Source: an optimization exercise on an open RTL-to-GDS flow (aim: small area, a short achievable clock period and few clock cycles per item). Production flows keep margins and buffers that such runs may drop.
Only simulation tests tie the RTL to the original design; equivalence was not proved.
Power figures rest on the tool's default switching activity, not on a simulated workload.

===== design/flow/config.mk =====
export PLATFORM = sky130hd
export DESIGN_NAME = joint_trajectory_interpolator_unit
export DESIGN_NICKNAME = joint_trajectory_interpolator_unit
export VERILOG_FILES = /design/flow/design.v
export SDC_FILE = /design/flow/constraint.sdc
export NUM_CORES = 4
export LEC_CHECK = 0
export CAP_MARGIN = 20
export CORE_MARGIN = 2
export CORE_UTILIZATION = 40
export SLEW_MARGIN = 20

===== design/flow/constraint.sdc =====
create_clock -name core_clock -period 10.0 [get_ports {clk}]
set_input_delay 2.0000 -clock core_clock [delete_from_list [all_inputs] [get_ports {clk}]]
set_output_delay 2.0000 -clock core_clock [all_outputs]
set_load 0.01 [all_outputs]

===== design/flow/design.v =====
package jti_pkg;
  localparam int MaxStepsDefault = 64;
  localparam int PosW    = 16;
  localparam int DurW    = 7;
  localparam int ModeW   = 2;
  localparam int StatW   = 2;
  localparam int CfgIdxW = 2;
  localparam int CfgW    = 16;
  localparam int InDataW  = 56;
  localparam int OutDataW = 48;
  localparam int MagW    = 16;
  localparam int NumW    = 19;
  localparam int ProdW   = NumW + MagW;
  localparam int DivW    = ProdW + 1;
  localparam int DvsW    = NumW + 1;
  localparam int QuoW    = 16;
  localparam int DivCntW = 4;
  localparam int UpcW    = 4;
  localparam logic [ModeW-1:0] MODE_LINEAR = 2'd0;
  localparam logic [ModeW-1:0] MODE_CUBIC  = 2'd1;
  localparam logic [CfgIdxW-1:0] CFG_ROT_LO  = 2'd0;
  localparam logic [CfgIdxW-1:0] CFG_ROT_HI  = 2'd1;
  localparam logic [CfgIdxW-1:0] CFG_PRIS_LO = 2'd2;
  localparam logic [CfgIdxW-1:0] CFG_PRIS_HI = 2'd3;
  localparam logic signed [PosW-1:0] RotLoReset  = -16'sd12868;
  localparam logic signed [PosW-1:0] RotHiReset  = 16'sd12868;
  localparam logic signed [PosW-1:0] PrisLoReset = -16'sd614;
  localparam logic signed [PosW-1:0] PrisHiReset = 16'sd614;
  typedef enum logic [StatW-1:0] {
    ST_OK       = 2'd0,
    ST_LIMIT    = 2'd1,
    ST_DURATION = 2'd2,
    ST_MODE     = 2'd3
  } status_t;
  typedef enum logic [3:0] {
    OP_WAIT     = 4'd0,
    OP_CHECK    = 4'd1,
    OP_SQ_N     = 4'd2,
    OP_DEN      = 4'd3,
    OP_SQ_K     = 4'd4,
    OP_NUM      = 4'd5,
    OP_MUL      = 4'd6,
    OP_DIV_LOAD = 4'd7,
    OP_DIV_STEP = 4'd8,
    OP_APPLY    = 4'd9,
    OP_EMIT     = 4'd10,
    OP_NEXT     = 4'd11,
    OP_COMMIT   = 4'd12,
    OP_ERROR    = 4'd13,
    OP_NOP      = 4'd14
  } op_t;
  typedef enum logic [2:0] {
    C_NEXT       = 3'd0,
    C_ALWAYS     = 3'd1,
    C_NO_REQ     = 3'd2,
    C_ERROR      = 3'd3,
    C_DIV_BUSY   = 3'd4,
    C_JOINT_MORE = 3'd5,
    C_OUT_WAIT   = 3'd6,
    C_K_MORE     = 3'd7
  } cond_t;
  typedef struct packed {
    op_t             op;
    cond_t           cond;
    logic [UpcW-1:0] target;
  } uword_t;
  typedef struct packed {
    logic load;
    logic step;
  } div_ctrl_t;
endpackage
module jti_div (
  input  logic                     clk,
  input  logic                     rst,
  input  jti_pkg::div_ctrl_t       ctrl,
  input  logic [jti_pkg::DivW-1:0] dividend,
  input  logic [jti_pkg::DvsW-1:0] divisor,
  output logic [jti_pkg::QuoW-1:0] quotient,
  output logic                     done
);
  logic [jti_pkg::DvsW-1:0]    rem;
  logic [jti_pkg::QuoW-1:0]    quo;
  logic [jti_pkg::DvsW-1:0]    dvs;
  logic [jti_pkg::DivCntW-1:0] cnt;
  logic [jti_pkg::DvsW:0]      trial;
  logic [jti_pkg::DvsW:0]      diff;
  assign trial = {rem, quo[jti_pkg::QuoW-1]};
  assign diff  = trial - {1'b0, dvs};
  always_ff @(posedge clk) begin
    if (rst) begin
      cnt <= '0;
    end else if (ctrl.load) begin
      cnt <= '0;
    end else if (ctrl.step) begin
      cnt <= cnt + 1'b1;
    end
  end
  always_ff @(posedge clk) begin
    if (ctrl.load) begin
      rem <= dividend[jti_pkg::DivW-1:jti_pkg::QuoW];
      quo <= dividend[jti_pkg::QuoW-1:0];
      dvs <= divisor;
    end else if (ctrl.step) begin
      if (diff[jti_pkg::DvsW] == 1'b0) begin
        rem <= diff[jti_pkg::DvsW-1:0];
        quo <= {quo[jti_pkg::QuoW-2:0], 1'b1};
      end else begin
        rem <= trial[jti_pkg::DvsW-1:0];
        quo <= {quo[jti_pkg::QuoW-2:0], 1'b0};
      end
    end
  end
  assign quotient = quo;
  assign done     = (cnt == {jti_pkg::DivCntW{1'b1}});
endmodule
module joint_trajectory_interpolator_unit #(
  parameter int MAX_STEPS = jti_pkg::MaxStepsDefault
) (
  input  logic                         clk,
  input  logic                         rst,
  input  logic                         s_axis_tvalid,
  output logic                         s_axis_tready,
  input  logic [jti_pkg::InDataW-1:0]  s_axis_tdata,
  input  logic [jti_pkg::ModeW-1:0]    s_axis_tuser,
  output logic                         m_axis_tvalid,
  input  logic                         m_axis_tready,
  output logic [jti_pkg::OutDataW-1:0] m_axis_tdata,
  output logic [jti_pkg::StatW-1:0]    m_axis_tuser,
  output logic                         m_axis_tlast,
  input  logic                         cfg_we,
  input  logic [jti_pkg::CfgIdxW-1:0]  cfg_index,
  input  logic [jti_pkg::CfgW-1:0]     cfg_data
);
  localparam logic [jti_pkg::UpcW-1:0] U_WAIT  = 4'd0;
  localparam logic [jti_pkg::UpcW-1:0] U_KLOOP = 4'd4;
  localparam logic [jti_pkg::UpcW-1:0] U_JLOOP = 4'd6;
  localparam logic [jti_pkg::UpcW-1:0] U_DIV   = 4'd8;
  localparam logic [jti_pkg::UpcW-1:0] U_EMIT  = 4'd10;
  localparam logic [jti_pkg::UpcW-1:0] U_ERR   = 4'd13;
  localparam logic [jti_pkg::DurW-1:0] MaxN    = jti_pkg::DurW'(MAX_STEPS);
  function automatic logic [10:0] rom_word(input logic [jti_pkg::UpcW-1:0] a);
    logic [10:0] w;
    case (a)
      4'd0:  w = {jti_pkg::OP_WAIT,     jti_pkg::C_NO_REQ,     U_WAIT};
      4'd1:  w = {jti_pkg::OP_CHECK,    jti_pkg::C_ERROR,      U_ERR};
      4'd2:  w = {jti_pkg::OP_SQ_N,     jti_pkg::C_NEXT,       U_WAIT};
      4'd3:  w = {jti_pkg::OP_DEN,      jti_pkg::C_NEXT,       U_WAIT};
      4'd4:  w = {jti_pkg::OP_SQ_K,     jti_pkg::C_NEXT,       U_WAIT};
      4'd5:  w = {jti_pkg::OP_NUM,      jti_pkg::C_NEXT,       U_WAIT};
      4'd6:  w = {jti_pkg::OP_MUL,      jti_pkg::C_NEXT,       U_WAIT};
      4'd7:  w = {jti_pkg::OP_DIV_LOAD, jti_pkg::C_NEXT,       U_WAIT};
      4'd8:  w = {jti_pkg::OP_DIV_STEP, jti_pkg::C_DIV_BUSY,   U_DIV};
      4'd9:  w = {jti_pkg::OP_APPLY,    jti_pkg::C_JOINT_MORE, U_JLOOP};
      4'd10: w = {jti_pkg::OP_EMIT,     jti_pkg::C_OUT_WAIT,   U_EMIT};
      4'd11: w = {jti_pkg::OP_NEXT,     jti_pkg::C_K_MORE,     U_KLOOP};
      4'd12: w = {jti_pkg::OP_COMMIT,   jti_pkg::C_ALWAYS,     U_WAIT};
      4'd13: w = {jti_pkg::OP_ERROR,    jti_pkg::C_OUT_WAIT,   U_ERR};
      4'd14: w = {jti_pkg::OP_NOP,      jti_pkg::C_ALWAYS,     U_WAIT};
      4'd15: w = {jti_pkg::OP_NOP,      jti_pkg::C_ALWAYS,     U_WAIT};
      default: w = {jti_pkg::OP_NOP, jti_pkg::C_ALWAYS, U_WAIT};
    endcase
    rom_word = w;
  endfunction
  logic [jti_pkg::UpcW-1:0] upc;
  logic [jti_pkg::UpcW-1:0] upc_next;
  jti_pkg::uword_t          uw;
  logic            take;
  logic signed [jti_pkg::PosW-1:0] rot_lo, rot_hi, pris_lo, pris_hi;
  logic signed [jti_pkg::PosW-1:0] tgt [3];
  logic signed [jti_pkg::PosW-1:0] cur [3];
  logic signed [jti_pkg::PosW-1:0] pos [3];
  logic [jti_pkg::MagW-1:0]        mag [3];
  logic                   neg [3];
  logic [jti_pkg::DurW-1:0]        n;
  logic [jti_pkg::DurW-1:0]        k;
  logic [jti_pkg::ModeW-1:0]       mode;
  logic [1:0]             jdx;
  logic [jti_pkg::ProdW-1:0]       p;
  logic [jti_pkg::NumW-1:0]        den;
  logic [jti_pkg::NumW-1:0]        num;
  jti_pkg::status_t                status;
  logic                   lim_err, dur_err, mode_err, err_any;
  jti_pkg::status_t                chk_status;
  logic [jti_pkg::NumW-1:0]        mul_a;
  logic [jti_pkg::MagW-1:0]        mul_b;
  logic [jti_pkg::ProdW-1:0]       prod;
  logic [8:0]             tn_2k;
  logic [jti_pkg::MagW-1:0]        mag_sel;
  logic                   neg_sel;
  logic signed [jti_pkg::PosW-1:0] cur_sel;
  logic [jti_pkg::PosW:0]          sum;
  logic                   cubic;
  jti_pkg::div_ctrl_t              div_ctrl;
  logic [jti_pkg::DivW-1:0]        dividend;
  logic [jti_pkg::QuoW-1:0]        quotient;
  logic                   div_done;
  assign uw    = rom_word(upc);
  assign cubic = (mode == jti_pkg::MODE_CUBIC);
  assign lim_err = (tgt[0] < rot_lo) || (tgt[0] > rot_hi) ||
                   (tgt[1] < rot_lo) || (tgt[1] > rot_hi) ||
                   (tgt[2] < pris_lo) || (tgt[2] > pris_hi);
  assign dur_err  = (n == '0) || (n > MaxN);
  assign mode_err = (mode != jti_pkg::MODE_LINEAR) && (mode != jti_pkg::MODE_CUBIC);
  assign err_any  = lim_err || dur_err || mode_err;
  always_comb begin
    if (lim_err) begin
      chk_status = jti_pkg::ST_LIMIT;
    end else if (dur_err) begin
      chk_status = jti_pkg::ST_DURATION;
    end else if (mode_err) begin
      chk_status = jti_pkg::ST_MODE;
    end else begin
      chk_status = jti_pkg::ST_OK;
    end
  end
  always_comb begin
    unique case (jdx)
      2'd0: begin
        mag_sel = mag[0];
        neg_sel = neg[0];
        cur_sel = cur[0];
      end
      2'd1: begin
        mag_sel = mag[1];
        neg_sel = neg[1];
        cur_sel = cur[1];
      end
      default: begin
        mag_sel = mag[2];
        neg_sel = neg[2];
        cur_sel = cur[2];
      end
    endcase
  end
  assign tn_2k = ({2'b0, n} << 1) + {2'b0, n} - ({2'b0, k} << 1);
  always_comb begin
    unique case (uw.op)
      jti_pkg::OP_SQ_N: begin
        mul_a = jti_pkg::NumW'(n);
        mul_b = jti_pkg::MagW'(n);
      end
      jti_pkg::OP_DEN: begin
        mul_a = p[jti_pkg::NumW-1:0];
        mul_b = jti_pkg::MagW'(n);
      end
      jti_pkg::OP_SQ_K: begin
        mul_a = jti_pkg::NumW'(k);
        mul_b = jti_pkg::MagW'(k);
      end
      jti_pkg::OP_NUM: begin
        mul_a = p[jti_pkg::NumW-1:0];
        mul_b = jti_pkg::MagW'(tn_2k);
      end
      jti_pkg::OP_MUL: begin
        mul_a = num;
        mul_b = mag_sel;
      end
      default: begin
        mul_a = '0;
        mul_b = '0;
      end
    endcase
  end
  assign prod = jti_pkg::ProdW'(mul_a) * jti_pkg::ProdW'(mul_b);
  assign dividend      = {p, 1'b0} + jti_pkg::DivW'(den);
  assign div_ctrl.load = (uw.op == jti_pkg::OP_DIV_LOAD);
  assign div_ctrl.step = (uw.op == jti_pkg::OP_DIV_STEP);
  jti_div u_div (
    .clk      (clk),
    .rst      (rst),
    .ctrl     (div_ctrl),
    .dividend (dividend),
    .divisor  ({den, 1'b0}),
    .quotient (quotient),
    .done     (div_done)
  );
  assign sum = neg_sel ? ({cur_sel[jti_pkg::PosW-1], cur_sel} - {1'b0, quotient})
                       : ({cur_sel[jti_pkg::PosW-1], cur_sel} + {1'b0, quotient});
  always_comb begin
    case (uw.cond)
      jti_pkg::C_NEXT:       take = 1'b0;
      jti_pkg::C_ALWAYS:     take = 1'b1;
      jti_pkg::C_NO_REQ:     take = !s_axis_tvalid;
      jti_pkg::C_ERROR:      take = err_any;
      jti_pkg::C_DIV_BUSY:   take = !div_done;
      jti_pkg::C_JOINT_MORE: take = (jdx != 2'd2);
      jti_pkg::C_OUT_WAIT:   take = !m_axis_tready;
      jti_pkg::C_K_MORE:     take = (k != n);
      default:      take = 1'b0;
    endcase
    upc_next = take ? uw.target : upc + 1'b1;
  end
  always_ff @(posedge clk) begin
    if (rst) begin
      upc <= U_WAIT;
    end else begin
      upc <= upc_next;
    end
  end
  always_ff @(posedge clk) begin
    if (rst) begin
      rot_lo  <= jti_pkg::RotLoReset;
      rot_hi  <= jti_pkg::RotHiReset;
      pris_lo <= jti_pkg::PrisLoReset;
      pris_hi <= jti_pkg::PrisHiReset;
    end else if (cfg_we) begin
      unique case (cfg_index)
        jti_pkg::CFG_ROT_LO:  rot_lo  <= cfg_data;
        jti_pkg::CFG_ROT_HI:  rot_hi  <= cfg_data;
        jti_pkg::CFG_PRIS_LO: pris_lo <= cfg_data;
        jti_pkg::CFG_PRIS_HI: pris_hi <= cfg_data;
        default: ;
      endcase
    end
  end
  always_ff @(posedge clk) begin
    if (rst) begin
      cur[0] <= '0;
      cur[1] <= '0;
      cur[2] <= '0;
    end else if (uw.op == jti_pkg::OP_COMMIT) begin
      cur[0] <= tgt[0];
      cur[1] <= tgt[1];
      cur[2] <= tgt[2];
    end
  end
  always_ff @(posedge clk) begin
    case (uw.op)
      jti_pkg::OP_WAIT: begin
        if (s_axis_tvalid) begin
          tgt[0] <= s_axis_tdata[15:0];
          tgt[1] <= s_axis_tdata[31:16];
          tgt[2] <= s_axis_tdata[47:32];
          n      <= s_axis_tdata[54:48];
          mode   <= s_axis_tuser;
        end
      end
      jti_pkg::OP_CHECK: begin
        for (int j = 0; j < 3; j++) begin
          logic [jti_pkg::PosW:0] d;
          d      = {tgt[j][jti_pkg::PosW-1], tgt[j]} - {cur[j][jti_pkg::PosW-1], cur[j]};
          neg[j] <= d[jti_pkg::PosW];
          mag[j] <= d[jti_pkg::PosW] ? jti_pkg::MagW'(-d) : d[jti_pkg::MagW-1:0];
          pos[j] <= cur[j];
        end
        status <= chk_status;
        k      <= jti_pkg::DurW'(1);
        jdx    <= 2'd0;
      end
      jti_pkg::OP_SQ_N, jti_pkg::OP_SQ_K, jti_pkg::OP_MUL: begin
        p <= prod;
      end
      jti_pkg::OP_DEN: begin
        den <= cubic ? prod[jti_pkg::NumW-1:0] : jti_pkg::NumW'(n);
      end
      jti_pkg::OP_NUM: begin
        num <= cubic ? prod[jti_pkg::NumW-1:0] : jti_pkg::NumW'(k);
      end
      jti_pkg::OP_APPLY: begin
        pos[jdx] <= sum[jti_pkg::PosW-1:0];
        jdx      <= (jdx == 2'd2) ? 2'd0 : jdx + 1'b1;
      end
      jti_pkg::OP_NEXT: begin
        k <= k + 1'b1;
      end
      default: ;
    endcase
  end
  assign s_axis_tready = (uw.op == jti_pkg::OP_WAIT);
  assign m_axis_tvalid = (uw.op == jti_pkg::OP_EMIT) || (uw.op == jti_pkg::OP_ERROR);
  assign m_axis_tdata  = {pos[2], pos[1], pos[0]};
  assign m_axis_tuser  = status;
  assign m_axis_tlast  = (uw.op == jti_pkg::OP_ERROR) || (k == n);
endmodule

===== design/flow/run.sh =====
#!/bin/bash
# synth_recipe.tcl (not shown) runs the flow's synth.tcl, then flattens the netlist and writes it again
# the make line also repeats each setting of config.mk as NAME=value (left out here)
make -C /OpenROAD-flow-scripts/flow DESIGN_CONFIG=/design/flow/config.mk WORK_HOME=/design/flow/orfs CLKGATE_MAP_FILE= SYNTH_SCRIPT=/design/flow/synth_recipe.tcl finish

==> summary.md <==
| Metric | Value |
|---|---|
| Status | timing/DRC/antenna clean |
| Crit path launch | n[2]$_DFFE_PP_ |
| Die area | 0.0898 mm² |
| GP Congestion | 0.885 |
| Post-CTS Resized | 0 |
| Overflow after GRT | 0 |
| WHS | 0.455 ns |
| Max-slew violation count | 0 |
| Most frequent cell after synthesis | nand2_1 |
| Hold buffer count at CTS | 0 |
| Crit path DAT | 9.71 ns |
| Pin count of the biggest net entering global routing | 80 |
| CP required | 10.34 ns |
| Yosys warns | 6 |
| Launch point of the worst reg-to-reg path | n[2]$_DFFE_PP_ |
| CTS sink cnt | 426 |
| Crit Path Max Fanout | 19 |
| Via count | 26900 |
| Syn Area/Cell | 9.38 µm² |
| Finished Cell Area | 0.0392 mm² |
| Flops & latches, synth | 426 |
| Die height | 300 µm |
| CP Launch Type | flip-flop |
| Gate Count Post-Synth | 3729 |
| Clk_skew | 0.0609 ns |
| Vias in the first global route | 26800 |
| Hold Crit Start | pris_lo[6]$_SDFFE_PP0P_ |
| Max Cap Violations | 0 |
| Worst-Margin Slew | 1.01 ns |
| Max_slew headroom | 0.318 |
| Fin. Hold Viols | 0 |
| First-pass GRT wire length | 155000 µm |
| CTS tree | built |
| P_leak | 16.5 nW |
| Post-synthesis sequential area ratio | 0.328 |
| Ant diodes | 0 |
| IO Pins | 134 |
| Top cells by count, synth | nand2_1 (512), inv_1 (503), ha_1 (325) |
| DRT Wirelength | 100000 µm |
| Die X | 300 µm |
| Half-perimeter wire length after placement | 77400 µm |
| Initial Utilization | 0.403 |
| Root Buffer | clkbuf_16 |
| Area leader, netlist | edfxtp_1 |
| Tcrit/Tclk final | 0.936 |
| Ys async rst share | 0 |
| Post-synth top area share | 0.253 |
| Detailed Route Iter0 Violations | 1868 |
| PwrDens | 186 mW/mm² |
| Total power | 0.00730 W |
| Clock Latency Late Sink | 0.63 ns |
| RSZ-0062 raised after global routing | false |
| Fin crit period | 9.36 ns |
| Post-CTS setup buffers | 0 |
| Max Root-Sink Buffers | 3 |
| Max incr delay on CP | 0.57 ns |
| Total track usage | 0.224 |
| Rows | 108 |
| Slowest cell on crit path | fa_1 |
| Area grow syn2layout | 12.0% |
| Critical path class | flip-flop to flip-flop |
| Fraction of layout cells with a size suffix above 1 | 0.0495 |
| Setup TNS | 0 ns |
| Core Util, Final | 0.452 |
| Core area | 0.0868 mm² |
| Fin nets | 4498 |
| Number of synthesized flops with an enable pin | 295 |
| Drt pass-1 iters | 6 |
| Worst Hold Class | flip-flop to flip-flop |
| Worst vdd ir | 0.000149 V |
| Register clock-pin slew on the reported worst setup and hold paths | 0.06 ns |
| Largest cells by area after synthesis | edfxtp_1 (25%), fa_1 (14%), ha_1 (12%) |
| Endpoints failing setup | 0 |
| Post-Syn Nets | 4384 |
| CP endpoint kind | flip-flop |
| PortBufs | 132 |
| Peak Freq | 107 MHz |
| Synth Cell Area | 0.0350 mm² |
| DRC Markers | 0 |
| Main synth FF type | edfxtp_1 |
| Placed Area | 0.0377 mm² |
| Total CTS buffers | 46 |
| H-Tree Depth | 2 |
| Via/cell ratio | 5.34 |
| Initial antenna violation count | 1 |
| Post-synth cell types | 81 |
| Routed WL per cell | 19.8 µm |
| Antenna viol nets, final | 0 |
## layout by cell type (no fill, tap or decap), types with 16 or more instances in the layout
master / instances
a22oi_1: 39
xnor2_1: 126
inv_1: 501
nor3_1: 62
a21oi_1: 215
and2_1: 36
clkdlybuf4s50_1: 131
o21ai_0: 130
and3_1: 24
clkbuf_16: 47
or3_1: 16
buf_4: 55
a21o_1: 49
a22o_1: 25
edfxtp_1: 295
nand2_1: 512
o211ai_1: 21
fa_1: 249
xor2_1: 59
nor2b_1: 44
clkinv_1: 17
mux2_2: 40
dfxtp_1: 131
a31oi_1: 22
o21a_1: 28
mux2i_1: 37
nand3_1: 45
nand4_1: 20
nand2b_1: 40
nand3b_1: 19
nor2_1: 286
ha_1: 325
a211o_1: 26
## kinds of logic after synthesis
logic type / count (synthesis) / share of synthesized area
AND/OR/NAND/NOR: 1163 / 0.149
flip-flops: 426 / 0.328
AO/OA/AOI/OAI: 679 / 0.126
XOR/XNOR: 186 / 0.0466
buffers and inverters: 624 / 0.0673
multiplexers: 77 / 0.0235
adder cells (fa/ha/maj): 574 / 0.259
## final cells by class
class                      count  area [µm²]
clock buffer                  60        1220
tap                         1155        1450
fill                        8538       47600
sequential                   426       11500
multi-input combinational   2679       21200
inverter                     504        1890
clock inverter                26         235
timing repair buffer         186        1720
## state kept, by name (all words and copies together), names as in the netlist, 16 cells and up
name,count
cur,48
mag,48
pos,48
tgt,48
p,35
u_div.rem,20
den,19
num,19
u_div.dvs,19
pris_hi,16
pris_lo,16
rot_hi,16
rot_lo,16
u_div.quo,16
## per-layer routing
layer / GRT usage / vias up / wire, µm
met1: 0.302 / 13200 / 44500
li1: - / 12900 / -
met3: 0.0271 / 105 / 5280
met2: 0.381 / 679 / 48000
met5: 0 / - / 20
met4: 0.0551 / 2 / 2180
## power breakdown
group	switching, W	internal [W]
Clock	0.000752	0.000947
Sequential	0.000319	0.00238
Combinational	0.00179	0.00112
Total	0.00286	0.00444
## metrics by stage
stage,cells,setup slack (ns)
after floorplan,3729,1.08
after global placement,4950,0.749
after detailed placement,4950,0.753
after CTS,5036,0.648
after global routing,5036,0.143
final,5036,0.635
## final timing paths
path | to | slack [ns] | depth (start not counted)
worst min register to register | pris_lo[6]$_SDFFE_PP0P_ | 0.45 | 2
worst max-delay path | p[34]$_DFFE_PP_ | 0.64 | 37
worst max register to register | p[34]$_DFFE_PP_ | 0.64 | 37
worst min-delay path | pris_lo[6]$_SDFFE_PP0P_ | 0.45 | 2
## critical path: cells and delay by family (launching register included)
| kind | cells | cell delay [ns] |
|---|---|---|
| and+or+nand+nor | 4 | 0.55 |
| adders and majority gates | 9 | 4.12 |
| AOI/OAI and AO/OA | 14 | 2.95 |
| buffers and inverters | 8 | 0.79 |
| DFF | 1 | 0.50 |
| xor gates and xnor gates | 2 | 0.17 |
Testbench counts, summed over its fixed seeds: cycles 390,039, items 6,355.

-- what the ideal ports hide --
The results above use ideal ports. As a check the final layout listed here was re-extracted and re-timed, cells and wires unchanged. Step 1, drivers: a clkbuf_16 drives clk and a buf_2 each remaining input, both assumed. Step 2 times the ports against the registers' clock, not the clock port: input delays grow and output delays shrink by t, the midpoint of the rising clock arrivals with the driver on. Three values: ideal ports, drivers, drivers and shift; two values: the first two.
shift t [ns]: 0.665
setup slack, ns: 0.635 / 0.635 / 0.635
worst data-port slew with drivers (ns): 0.05
After both steps this run still meets setup and hold. The setup slack of this run moves by 0.000 ns with the drivers and by 0.000 ns with both steps.
